This is an optimization exercise on Yosys and OpenROAD, whose aim is small area, a short achievable clock period and few clock cycles per item, not a production implementation.
Only simulation tests tie the RTL to the original design; equivalence was not proved.
No activity file was given, so power comes from the tool's default toggle rates.

`flow/config.mk`:
```
export PLATFORM = sky130hd
export DESIGN_NAME = mini_core_top
export DESIGN_NICKNAME = mini_core_top
export VERILOG_FILES = /design/flow/design.v
export SDC_FILE = /design/flow/constraint.sdc
export NUM_CORES = 4
export LEC_CHECK = 0
export CAP_MARGIN = 20
export CORE_MARGIN = 2
export CORE_UTILIZATION = 25
export PLACE_DENSITY = 0.35
export SLEW_MARGIN = 20
```
`flow/constraint.sdc`:
```
create_clock -name core_clock -period 10.0 [get_ports {clk}]
set_input_delay 2.0000 -clock core_clock [delete_from_list [all_inputs] [get_ports {clk}]]
set_output_delay 2.0000 -clock core_clock [all_outputs]
set_load 0.01 [all_outputs]
```
`flow/design.v`:
```
package isa_pkg;
  localparam int unsigned XLEN       = 32;
  localparam int unsigned REG_ADDR_W = 5;
  typedef enum logic [6:0] {
    OP_IMM = 7'b0010011,
    OP     = 7'b0110011,
    LUI    = 7'b0110111,
    JAL    = 7'b1101111
  } opcode_e;
  localparam logic [2:0] F3_ADD = 3'b000;
  localparam logic [2:0] F3_XOR = 3'b100;
  localparam logic [2:0] F3_OR  = 3'b110;
  localparam logic [2:0] F3_AND = 3'b111;
  localparam logic [6:0] F7_BASE = 7'b0000000;
  localparam logic [6:0] F7_ALT  = 7'b0100000;
  typedef enum logic [2:0] {
    ALU_ADD,
    ALU_SUB,
    ALU_XOR,
    ALU_OR,
    ALU_AND,
    ALU_PASS_B
  } alu_op_e;
  typedef struct packed {
    alu_op_e                alu_op;
    logic                   use_imm;
    logic                   is_jal;
    logic                   rd_we;
    logic                   illegal;
    logic [REG_ADDR_W-1:0]  rs1;
    logic [REG_ADDR_W-1:0]  rs2;
    logic [REG_ADDR_W-1:0]  rd;
    logic [XLEN-1:0]        imm;
  } decoded_t;
endpackage
package pipe_pkg;
  localparam int unsigned XLEN       = 32;
  localparam int unsigned REG_ADDR_W = 5;
  localparam int unsigned FREE_W = 4;
  typedef struct packed {
    logic                       req;
    logic [XLEN-1:0]   addr;
  } fetch_req_t;
  typedef struct packed {
    logic                       gnt;
    logic                       rvalid;
    logic [XLEN-1:0]   rdata;
  } fetch_rsp_t;
  typedef struct packed {
    logic [XLEN-1:0]   pc;
    logic [XLEN-1:0]   insn;
  } fetch_entry_t;
  typedef struct packed {
    logic                       valid;
    logic [XLEN-1:0]   target;
  } redirect_t;
  typedef struct packed {
    logic                           valid;
    logic [XLEN-1:0]       pc;
    logic [XLEN-1:0]       insn;
    logic [REG_ADDR_W-1:0] rd;
    logic [XLEN-1:0]       rd_wdata;
    logic                           illegal;
  } retire_t;
endpackage
`timescale 1ns/1ps
module fetch_unit #(
  parameter logic [isa_pkg::XLEN-1:0] BootAddr = 32'h0000_0080
) (
  input  logic                          clk,
  input  logic                          rst_ni,
  output pipe_pkg::fetch_req_t          bus_req_o,
  input  pipe_pkg::fetch_rsp_t          bus_rsp_i,
  input  logic [pipe_pkg::FREE_W-1:0]   free_i,
  input  pipe_pkg::redirect_t           redirect_i,
  output logic                          push_o,
  output pipe_pkg::fetch_entry_t        push_entry_o
);
  logic [isa_pkg::XLEN-1:0] pc_q, pc_d;
  logic [isa_pkg::XLEN-1:0] req_addr_q;
  logic [isa_pkg::XLEN-1:0] fetch_addr;
  logic            fetch_en_q;
  logic            out_q, out_d;
  logic            hold_q, hold_d;
  logic            discard_q, discard_d;
  logic            req_ok;
  logic            granted;
  logic            resp_done;
  assign req_ok    = fetch_en_q && !out_q && (free_i != '0);
  assign granted   = req_ok && bus_rsp_i.gnt;
  assign resp_done = out_q && bus_rsp_i.rvalid;
  assign fetch_addr      = hold_q ? req_addr_q : pc_q;
  assign bus_req_o.req   = req_ok;
  assign bus_req_o.addr  = fetch_addr;
  assign push_o            = resp_done && !discard_q && !redirect_i.valid;
  assign push_entry_o.pc   = req_addr_q;
  assign push_entry_o.insn = bus_rsp_i.rdata;
  always_comb begin
    pc_d      = pc_q;
    out_d     = out_q;
    hold_d    = hold_q;
    discard_d = discard_q;
    if (resp_done) begin
      out_d     = 1'b0;
      discard_d = 1'b0;
    end
    if (granted) begin
      out_d  = 1'b1;
      hold_d = 1'b0;
      if (!discard_q) begin
        pc_d = pc_q + isa_pkg::XLEN'(4);
      end
    end else if (req_ok) begin
      hold_d = 1'b1;
    end
    if (redirect_i.valid) begin
      pc_d = redirect_i.target;
      if (req_ok || (out_q && !bus_rsp_i.rvalid)) begin
        discard_d = 1'b1;
      end
    end
  end
  always_ff @(posedge clk or negedge rst_ni) begin
    if (!rst_ni) begin
      fetch_en_q <= 1'b0;
      pc_q       <= BootAddr;
      out_q      <= 1'b0;
      hold_q     <= 1'b0;
      discard_q  <= 1'b0;
    end else begin
      fetch_en_q <= 1'b1;
      pc_q       <= pc_d;
      out_q      <= out_d;
      hold_q     <= hold_d;
      discard_q  <= discard_d;
    end
  end
  always_ff @(posedge clk) begin
    if (req_ok) begin
      req_addr_q <= fetch_addr;
    end
  end
endmodule
`timescale 1ns/1ps
module prefetch_fifo #(
  parameter int unsigned FifoDepth = 4
) (
  input  logic                          clk,
  input  logic                          rst_ni,
  input  logic                          push_i,
  input  pipe_pkg::fetch_entry_t        push_entry_i,
  input  logic                          flush_i,
  output logic [pipe_pkg::FREE_W-1:0]   free_o,
  output logic                          head_valid_o,
  output pipe_pkg::fetch_entry_t        head_o,
  input  logic                          pop_i
);
  localparam int unsigned PtrW = (FifoDepth > 1) ? $clog2(FifoDepth) : 1;
  logic [2*pipe_pkg::XLEN-1:0] mem_q [FifoDepth];
  logic [PtrW-1:0]   wr_ptr_q;
  logic [PtrW-1:0]   rd_ptr_q;
  logic [pipe_pkg::FREE_W-1:0] count_q;
  logic              do_push;
  logic              do_pop;
  assign head_valid_o = (count_q != '0);
  assign head_o       = mem_q[rd_ptr_q];
  assign free_o       = pipe_pkg::FREE_W'(FifoDepth) - count_q;
  assign do_push = push_i && !flush_i;
  assign do_pop  = pop_i && !flush_i;
  always_ff @(posedge clk or negedge rst_ni) begin
    if (!rst_ni) begin
      wr_ptr_q <= '0;
      rd_ptr_q <= '0;
      count_q  <= '0;
    end else if (flush_i) begin
      wr_ptr_q <= '0;
      rd_ptr_q <= '0;
      count_q  <= '0;
    end else begin
      if (do_push) begin
        wr_ptr_q <= wr_ptr_q + PtrW'(1);
      end
      if (do_pop) begin
        rd_ptr_q <= rd_ptr_q + PtrW'(1);
      end
      case ({do_push, do_pop})
        2'b10:   count_q <= count_q + pipe_pkg::FREE_W'(1);
        2'b01:   count_q <= count_q - pipe_pkg::FREE_W'(1);
        default: count_q <= count_q;
      endcase
    end
  end
  always_ff @(posedge clk) begin
    if (do_push) begin
      mem_q[wr_ptr_q] <= push_entry_i;
    end
  end
endmodule
`timescale 1ns/1ps
module exec_decoder (
  input  logic [isa_pkg::XLEN-1:0]  insn_i,
  output isa_pkg::decoded_t         dec_o
);
  isa_pkg::opcode_e         opcode;
  logic [2:0]      funct3;
  logic [6:0]      funct7;
  logic [isa_pkg::XLEN-1:0] imm_i;
  logic [isa_pkg::XLEN-1:0] imm_u;
  logic [isa_pkg::XLEN-1:0] imm_j;
  assign opcode = isa_pkg::opcode_e'(insn_i[6:0]);
  assign funct3 = insn_i[14:12];
  assign funct7 = insn_i[31:25];
  assign imm_i = {{20{insn_i[31]}}, insn_i[31:20]};
  assign imm_u = {insn_i[31:12], 12'b0};
  assign imm_j = {{12{insn_i[31]}}, insn_i[19:12], insn_i[20], insn_i[30:21], 1'b0};
  always_comb begin
    dec_o        = '0;
    dec_o.alu_op = isa_pkg::ALU_PASS_B;
    dec_o.rs1    = insn_i[19:15];
    dec_o.rs2    = insn_i[24:20];
    dec_o.rd     = insn_i[11:7];
    case (opcode)
      isa_pkg::OP_IMM: begin
        dec_o.use_imm = 1'b1;
        dec_o.imm     = imm_i;
        dec_o.rd_we   = 1'b1;
        case (funct3)
          isa_pkg::F3_ADD:  dec_o.alu_op = isa_pkg::ALU_ADD;
          isa_pkg::F3_XOR:  dec_o.alu_op = isa_pkg::ALU_XOR;
          isa_pkg::F3_OR:   dec_o.alu_op = isa_pkg::ALU_OR;
          isa_pkg::F3_AND:  dec_o.alu_op = isa_pkg::ALU_AND;
          default: dec_o.illegal = 1'b1;
        endcase
      end
      isa_pkg::OP: begin
        dec_o.rd_we = 1'b1;
        if (funct7 == isa_pkg::F7_BASE) begin
          case (funct3)
            isa_pkg::F3_ADD:  dec_o.alu_op = isa_pkg::ALU_ADD;
            isa_pkg::F3_XOR:  dec_o.alu_op = isa_pkg::ALU_XOR;
            isa_pkg::F3_OR:   dec_o.alu_op = isa_pkg::ALU_OR;
            isa_pkg::F3_AND:  dec_o.alu_op = isa_pkg::ALU_AND;
            default: dec_o.illegal = 1'b1;
          endcase
        end else if (funct7 == isa_pkg::F7_ALT && funct3 == isa_pkg::F3_ADD) begin
          dec_o.alu_op = isa_pkg::ALU_SUB;
        end else begin
          dec_o.illegal = 1'b1;
        end
      end
      isa_pkg::LUI: begin
        dec_o.use_imm = 1'b1;
        dec_o.imm     = imm_u;
        dec_o.rd_we   = 1'b1;
      end
      isa_pkg::JAL: begin
        dec_o.is_jal = 1'b1;
        dec_o.imm    = imm_j;
        dec_o.rd_we  = 1'b1;
      end
      default: dec_o.illegal = 1'b1;
    endcase
    if (dec_o.illegal) begin
      dec_o.rd_we  = 1'b0;
      dec_o.is_jal = 1'b0;
    end
  end
endmodule
`timescale 1ns/1ps
module exec_stage (
  input  logic                    clk,
  input  logic                    rst_ni,
  input  logic                    head_valid_i,
  input  pipe_pkg::fetch_entry_t  head_i,
  output logic                    pop_o,
  output pipe_pkg::redirect_t     redirect_o,
  output pipe_pkg::retire_t       retire_o
);
  isa_pkg::decoded_t        dec;
  logic [isa_pkg::XLEN-1:0] rf_q [1:31];
  logic [isa_pkg::XLEN-1:0] rs1_data;
  logic [isa_pkg::XLEN-1:0] rs2_data;
  logic [isa_pkg::XLEN-1:0] op_b;
  logic [isa_pkg::XLEN-1:0] alu_res;
  logic [isa_pkg::XLEN-1:0] link_addr;
  logic [isa_pkg::XLEN-1:0] wdata;
  logic            rf_we;
  logic                     retire_valid_q;
  logic [isa_pkg::XLEN-1:0] retire_pc_q;
  logic [isa_pkg::XLEN-1:0] retire_insn_q;
  logic [4:0]               retire_rd_q;
  logic [isa_pkg::XLEN-1:0] retire_wdata_q;
  logic                     retire_illegal_q;
  exec_decoder u_decoder (
    .insn_i ( head_i.insn ),
    .dec_o  ( dec         )
  );
  assign rs1_data = (dec.rs1 == '0) ? '0 : rf_q[dec.rs1];
  assign rs2_data = (dec.rs2 == '0) ? '0 : rf_q[dec.rs2];
  assign op_b     = dec.use_imm ? dec.imm : rs2_data;
  always_comb begin
    case (dec.alu_op)
      isa_pkg::ALU_ADD:    alu_res = rs1_data + op_b;
      isa_pkg::ALU_SUB:    alu_res = rs1_data - op_b;
      isa_pkg::ALU_XOR:    alu_res = rs1_data ^ op_b;
      isa_pkg::ALU_OR:     alu_res = rs1_data | op_b;
      isa_pkg::ALU_AND:    alu_res = rs1_data & op_b;
      isa_pkg::ALU_PASS_B: alu_res = op_b;
      default:    alu_res = '0;
    endcase
  end
  assign link_addr = head_i.pc + isa_pkg::XLEN'(4);
  assign wdata     = dec.is_jal ? link_addr : alu_res;
  assign pop_o = head_valid_i;
  assign rf_we = head_valid_i && dec.rd_we && (dec.rd != '0);
  assign redirect_o.valid  = head_valid_i && dec.is_jal;
  assign redirect_o.target = head_i.pc + dec.imm;
  always_ff @(posedge clk or negedge rst_ni) begin
    if (!rst_ni) begin
      for (int i = 1; i < 32; i++) begin
        rf_q[i] <= '0;
      end
    end else if (rf_we) begin
      rf_q[dec.rd] <= wdata;
    end
  end
  always_ff @(posedge clk or negedge rst_ni) begin
    if (!rst_ni) begin
      retire_valid_q   <= 1'b0;
      retire_pc_q      <= '0;
      retire_insn_q    <= '0;
      retire_rd_q      <= '0;
      retire_wdata_q   <= '0;
      retire_illegal_q <= 1'b0;
    end else begin
      retire_valid_q <= head_valid_i;
      if (head_valid_i) begin
        retire_pc_q      <= head_i.pc;
        retire_insn_q    <= head_i.insn;
        retire_rd_q      <= rf_we ? dec.rd : '0;
        retire_wdata_q   <= rf_we ? wdata : '0;
        retire_illegal_q <= dec.illegal;
      end
    end
  end
  assign retire_o.valid    = retire_valid_q;
  assign retire_o.pc       = retire_pc_q;
  assign retire_o.insn     = retire_insn_q;
  assign retire_o.rd       = retire_rd_q;
  assign retire_o.rd_wdata = retire_wdata_q;
  assign retire_o.illegal  = retire_illegal_q;
endmodule
`timescale 1ns/1ps
module mini_core #(
  parameter logic [isa_pkg::XLEN-1:0] BootAddr  = 32'h0000_0080,
  parameter int unsigned              FifoDepth = 4
) (
  input  logic                  clk,
  input  logic                  rst_ni,
  output pipe_pkg::fetch_req_t  instr_req_o,
  input  pipe_pkg::fetch_rsp_t  instr_rsp_i,
  output pipe_pkg::retire_t     retire_o
);
  logic              push;
  pipe_pkg::fetch_entry_t      push_entry;
  logic [pipe_pkg::FREE_W-1:0] free;
  logic              head_valid;
  pipe_pkg::fetch_entry_t      head;
  logic              pop;
  pipe_pkg::redirect_t         redirect;
  fetch_unit #(
    .BootAddr ( BootAddr )
  ) u_fetch (
    .clk          ( clk         ),
    .rst_ni       ( rst_ni      ),
    .bus_req_o    ( instr_req_o ),
    .bus_rsp_i    ( instr_rsp_i ),
    .free_i       ( free        ),
    .redirect_i   ( redirect    ),
    .push_o       ( push        ),
    .push_entry_o ( push_entry  )
  );
  prefetch_fifo #(
    .FifoDepth ( FifoDepth )
  ) u_fifo (
    .clk          ( clk            ),
    .rst_ni       ( rst_ni         ),
    .push_i       ( push           ),
    .push_entry_i ( push_entry     ),
    .flush_i      ( redirect.valid ),
    .free_o       ( free           ),
    .head_valid_o ( head_valid     ),
    .head_o       ( head           ),
    .pop_i        ( pop            )
  );
  exec_stage u_exec (
    .clk          ( clk        ),
    .rst_ni       ( rst_ni     ),
    .head_valid_i ( head_valid ),
    .head_i       ( head       ),
    .pop_o        ( pop        ),
    .redirect_o   ( redirect   ),
    .retire_o     ( retire_o   )
  );
endmodule
`timescale 1ns/1ps
module mini_core_top (
  input  logic        clk,
  input  logic        rst_ni,
  output logic        instr_req_o,
  output logic [31:0] instr_addr_o,
  input  logic        instr_gnt_i,
  input  logic        instr_rvalid_i,
  input  logic [31:0] instr_rdata_i,
  output logic        retire_valid_o,
  output logic [31:0] retire_pc_o,
  output logic [31:0] retire_insn_o,
  output logic [4:0]  retire_rd_o,
  output logic [31:0] retire_wdata_o,
  output logic        retire_illegal_o
);
  pipe_pkg::fetch_req_t instr_req;
  pipe_pkg::fetch_rsp_t instr_rsp;
  pipe_pkg::retire_t    retire;
  assign instr_rsp.gnt    = instr_gnt_i;
  assign instr_rsp.rvalid = instr_rvalid_i;
  assign instr_rsp.rdata  = instr_rdata_i;
  mini_core #(
    .BootAddr  ( 32'h0000_0080 ),
    .FifoDepth ( 4             )
  ) u_core (
    .clk         ( clk       ),
    .rst_ni      ( rst_ni    ),
    .instr_req_o ( instr_req ),
    .instr_rsp_i ( instr_rsp ),
    .retire_o    ( retire    )
  );
  assign instr_req_o      = instr_req.req;
  assign instr_addr_o     = instr_req.addr;
  assign retire_valid_o   = retire.valid;
  assign retire_pc_o      = retire.pc;
  assign retire_insn_o    = retire.insn;
  assign retire_rd_o      = retire.rd;
  assign retire_wdata_o   = retire.rd_wdata;
  assign retire_illegal_o = retire.illegal;
endmodule
```
`flow/run.sh`:
```
#!/bin/bash
# synth_recipe.tcl (not shown) runs the flow's synth.tcl, then flattens the netlist and writes it again
# the make line also repeats each setting of config.mk as NAME=value (left out here)
make -C /OpenROAD-flow-scripts/flow DESIGN_CONFIG=/design/flow/config.mk WORK_HOME=/design/flow/orfs CLKGATE_MAP_FILE= SYNTH_SCRIPT=/design/flow/synth_recipe.tcl finish
```
==> results_dict.tcl <==
set metrics [dict create \
    outcome "timing/DRC/antenna clean" \
    synth-main-ff-cell "sky130_fd_sc_hd__dfrtp_1" \
    synth_seq_cells 1427 \
    post_synth_most_frequent_cells "sky130_fd_sc_hd__nand2_1, sky130_fd_sc_hd__dfrtp_1, sky130_fd_sc_hd__o21ai_0, sky130_fd_sc_hd__a22oi_1, sky130_fd_sc_hd__clkbuf_1" \
    first_global_vias 64000 \
    required_ps 10710 \
    die_x_um 541 \
    core.rowCount 197 \
    power.density_nw_per_um2 280 \
    synthDominantCellAreaShare_pct 39.5 \
    ff2ff_setup_slack_ps 360 \
    synth_most_common_cell "sky130_fd_sc_hd__nand2_1" \
    path_class "reg2reg" \
    final_antenna_net_count 0 \
    synth.largest_area_cell "sky130_fd_sc_hd__dfrtp_1" \
    core_area_um2 287000 \
    timing.critical_path.from "u_core.u_fifo.rd_ptr_q[0]$_DFFE_PN0P_" \
    leakagePower_nw 37.6 \
    fin_setup_tns_ps 0 \
    num_vias 66700 \
    cts_tree "done" \
    synth-adder-area-share_pct 2.43 \
    vias_per_cell 5.89 \
    holdCritPathClass "reg2reg" \
    asyncSetResetFlopFracSynth_pct 79.8 \
    setup.worst_path.start_class "flip-flop" \
    rsz0062_at_grt "no" \
    relSlewSlack_pct 12.5 \
    timing.final.max_slew_violations 0 \
    layout.core_utilization_pct 30.1 \
    dieArea_um2 293000 \
    swShare_pct 44.5 \
    post-dp-hpwl_um 309000 \
    timing.reg2reg.worst_path_depth 29 \
    combinationalPowerShare_pct 43.3 \
    port_buffers 171 \
    postSynthCellCount 7206 \
    seq_area_frac_synth_pct 51.5 \
    seqPwrFrac_pct 28.9 \
    clock_latency_ps 920 \
    worst_path_largest_cell_delay_ps 880 \
    ctsLongestPathBuffers 4 \
    clock.fmax_mhz 104 \
    r2r_end "u_core.u_exec.rf_q[9][31]$_DFFE_PN0P_" \
    worst_slew_pin_slew_ps 1310 \
    start_util_pct 25.1 \
    critPathMaxFanout 20 \
    p_int_w 0.0134 \
    setup-violations-final 0 \
    synth_edf_count 288 \
    critical_path.most_common_cell "sky130_fd_sc_hd__nand4_1" \
    cts.hold.buffers_added 0 \
    postCtsSetupRepairBufs 0 \
    post_synthesis_compound_gate_area_fraction_pct 18.6 \
    post_route_cells_drive_above_1_share_pct 17.1 \
    synth_top_cells_by_area "sky130_fd_sc_hd__dfrtp_1, sky130_fd_sc_hd__edfxtp_1, sky130_fd_sc_hd__nand2_1" \
    timing.critical_path.arrival_ps 10350 \
    peakVddDrop_mv 0.183 \
    chipHeight_um 541 \
    h-tree-depth 4 \
    total_switching_power_w 0.0108 \
    initial_antenna_violation_count 46 \
    synth_cell_type_count 95 \
    cts.clk_slew.worst_paths_ps 60 \
    wirelength_um 461000 \
    synth_area_um2 72100 \
    cts_buffers 182 \
    detail_route.drc_violations 0 \
    grt_max_degree 150 \
    yosysWarnings 5 \
    num-nets-final 7567 \
    crit_path_capture_type "flip-flop" \
    post-route-min-period_ps 9640 \
    drtIter0Drc 9933 \
    layout-area-overhead-vs-synth_pct 20.1 \
    grt_first_pass_wirelength_um 612000 \
    drt_first_pass_iters 7 \
    synth_xor_area_share_pct 1.69 \
    syn_nets 7380 \
    total_grt_usage_pct 30.7 \
    ioPinCount 172 \
    yosys.area_share.simple_pct 15.0 \
    largest_family_of_logic_cells_by_synthesized_area "compound AO/OA/AOI/OAI gates" \
    gp_congestion 0.994 \
    per_cell_routed_wire_length_um 40.8 \
    cp_slowest_cell "sky130_fd_sc_hd__o221ai_1" \
    post_cts_resize_count 0 \
    synth_area_per_cell_um2 10.0 \
    r2r_start "u_core.u_fifo.rd_ptr_q[0]$_DFFE_PN0P_" \
    clock_sinks 1427 \
    report.final.hold_viol_count 0 \
    maxCapViolCount 0 \
    clock-root-buffer "sky130_fd_sc_hd__clkbuf_16" \
    grt_overflow_total 0 \
    worstSetupEndpoint "u_core.u_exec.rf_q[9][31]$_DFFE_PN0P_" \
    synthMuxAreaShare_pct 6.89 \
    fraction_of_the_cycle_the_final_worst_path_needs_pct 96.4 \
    clock_power_share_pct 27.8 \
    final.setup_skew_ps 87.0 \
]
==> stage by stage <==
step | cell area, um^2 | cells | setup slack [ps] | hold WS [ps] | total power [W]
4_1_cts | 86500 | 11300 | 564 | 470 | 0.0241
6_report | 86600 | 11300 | 356 | 464 | 0.0242
3_3_place_gp | 80600 | 11000 | 562 | 453 | 0.0173
5_1_grt | 86600 | 11300 | 190 | 497 | 0.0249
2_1_floorplan | 72100 | 7206 | 2290 | 442 | 0.0119
3_5_place_dp | 80600 | 11000 | 612 | 457 | 0.0173
==> power by group through the flow <==
stage | logic, W | clock network, W | registers [W]
after floorplan | 0.00493 | 0 | 0.00694
after global routing | 0.0108 | 0.00708 | 0.00706
after detailed placement | 0.0102 | 0 | 0.00710
final | 0.0105 | 0.00674 | 0.00700
after global placement | 0.0102 | 0 | 0.00710
after CTS | 0.0102 | 0.00686 | 0.00700
==> metal layers <==
| layer | track usage (%) | wire length, um | up-vias | share of wire (%) |
|---|---|---|---|---|
| met2 | 45.6 | 196000 | 4353 | 42 |
| met5 | 0 | 198 | - | 0.043 |
| met4 | 15.2 | 27600 | 28 | 6.0 |
| li1 | - | - | 26700 | - |
| met1 | 40.8 | 192000 | 34400 | 42 |
| met3 | 8.40 | 45800 | 1176 | 9.9 |
==> worst max-delay path, delay by kind of cell, from the launching register on <==
family | cells | cell delay (ps)
fa+ha+maj | 1 | 410
flops | 1 | 670
xor+xnor | 2 | 330
buf+inv | 4 | 690
compound gates | 10 | 2820
mux | 1 | 860
simple gates | 11 | 3570
==> sequential cells by signal, indices dropped and copies added, names as in the netlist <==
signal,flops
u_core.u_exec.rf_q,992
u_core.u_fifo.mem_q,256
u_core.u_exec.retire_insn_q,32
u_core.u_exec.retire_pc_q,32
u_core.u_exec.retire_wdata_q,32
u_core.u_fetch.pc_q,32
u_core.u_fetch.req_addr_q,32
u_core.u_exec.retire_rd_q,5
u_core.u_fifo.count_q,4
u_core.u_fifo.rd_ptr_q,2
u_core.u_fifo.wr_ptr_q,2
u_core.u_exec.retire_illegal_q,1
u_core.u_exec.retire_valid_q,1
u_core.u_fetch.discard_q,1
u_core.u_fetch.fetch_en_q,1
u_core.u_fetch.hold_q,1
u_core.u_fetch.out_q,1
==> cell usage in the layout (no fill, tap or decap), types with 111 or more instances in the layout <==
cell type,instances
sky130_fd_sc_hd__edfxtp_1,288
sky130_fd_sc_hd__mux2_2,306
sky130_fd_sc_hd__a221oi_1,122
sky130_fd_sc_hd__clkdlybuf4s50_1,170
sky130_fd_sc_hd__o21ai_0,656
sky130_fd_sc_hd__nand4_1,127
sky130_fd_sc_hd__buf_4,383
sky130_fd_sc_hd__nor2_1,188
sky130_fd_sc_hd__a22oi_1,546
sky130_fd_sc_hd__nand2_1,1503
sky130_fd_sc_hd__and3_1,179
sky130_fd_sc_hd__clkbuf_16,182
sky130_fd_sc_hd__a22o_1,126
sky130_fd_sc_hd__ha_1,135
sky130_fd_sc_hd__a21oi_1,142
sky130_fd_sc_hd__inv_1,111
sky130_fd_sc_hd__nand3_1,156
sky130_fd_sc_hd__dfrtp_1,1136
==> cells by family (layout without fill, tap and decap cells) <==
group                      after synthesis  after routing
AOI/OAI and AO/OA                     1976           1976
xor gates and xnor gates               139            139
adders and majority gates              138            138
buffers and inverters                  688           1008
DFF                                   1427           1427
muxes                                  381            381
other                                    1             16
and+or+nand+nor                       2456           2456
==> area by class of cell <==
cell class	count	area (um^2)
Antenna cell	15	37.5
Clock buffer	260	5160
Clock inverter	57	727
Fill cell	30000	201000
Inverter	113	424
Multi-Input combinational cell	5091	33300
Sequential cell	1427	37200
Tap cell	3781	4730
Timing Repair Buffer	578	5090
==> how the worst min path moves through the flow <==
| stage | slack [ps] | cells after the start | endpoint | startpoint |
|---|---|---|---|---|
| floorplan | 440 | 2 | u_core.u_fetch.pc_q[0]$_DFFE_PN0P_ | u_core.u_fetch.pc_q[0]$_DFFE_PN0P_ |
| global route | 500 | 2 | u_core.u_exec.retire_wdata_q[3]$_DFFE_PN0P_ | u_core.u_exec.retire_wdata_q[3]$_DFFE_PN0P_ |
| finish | 460 | 2 | u_core.u_exec.retire_pc_q[20]$_DFFE_PN0P_ | u_core.u_exec.retire_pc_q[20]$_DFFE_PN0P_ |
| detailed placement | 460 | 2 | u_core.u_exec.retire_pc_q[20]$_DFFE_PN0P_ | u_core.u_exec.retire_pc_q[20]$_DFFE_PN0P_ |
| global placement | 450 | 2 | u_core.u_exec.retire_insn_q[2]$_DFFE_PN0P_ | u_core.u_exec.retire_insn_q[2]$_DFFE_PN0P_ |
| CTS | 470 | 2 | u_core.u_exec.retire_pc_q[20]$_DFFE_PN0P_ | u_core.u_exec.retire_pc_q[20]$_DFFE_PN0P_ |
Testbench counts, summed over its fixed seeds: cycles 87,390, instrs 16,000.

==> separate check: timing with driven ports <==
No port has a modelled driver above. Below, the same layout with a new extraction and two added sets of constraints.
Step 1 sets driving cells, clkbuf_16 on the clock port and buf_2 on the other inputs (assumed; they add their load-dependent delay and slew).
Step 2, shift: input delay + t, output delay - t, t = (earliest + latest rising clock arrival at the registers) / 2. This alone moves slack from input paths to output paths.
Slacks: ideal / step 1 / step 2; pairs: ideal / step 1.
shift t [ns]: 0.977
setup WS [ns]: 0.356 / 0.356 / 0.356
clock arrival spread, ns: 0.087 / 0.087
worst data-port slew with drivers (ns): 0.14
After both steps setup and hold are still met in this run. For this run, drivers alone change the setup slack by 0.000 ns; drivers and shift together by 0.000 ns.
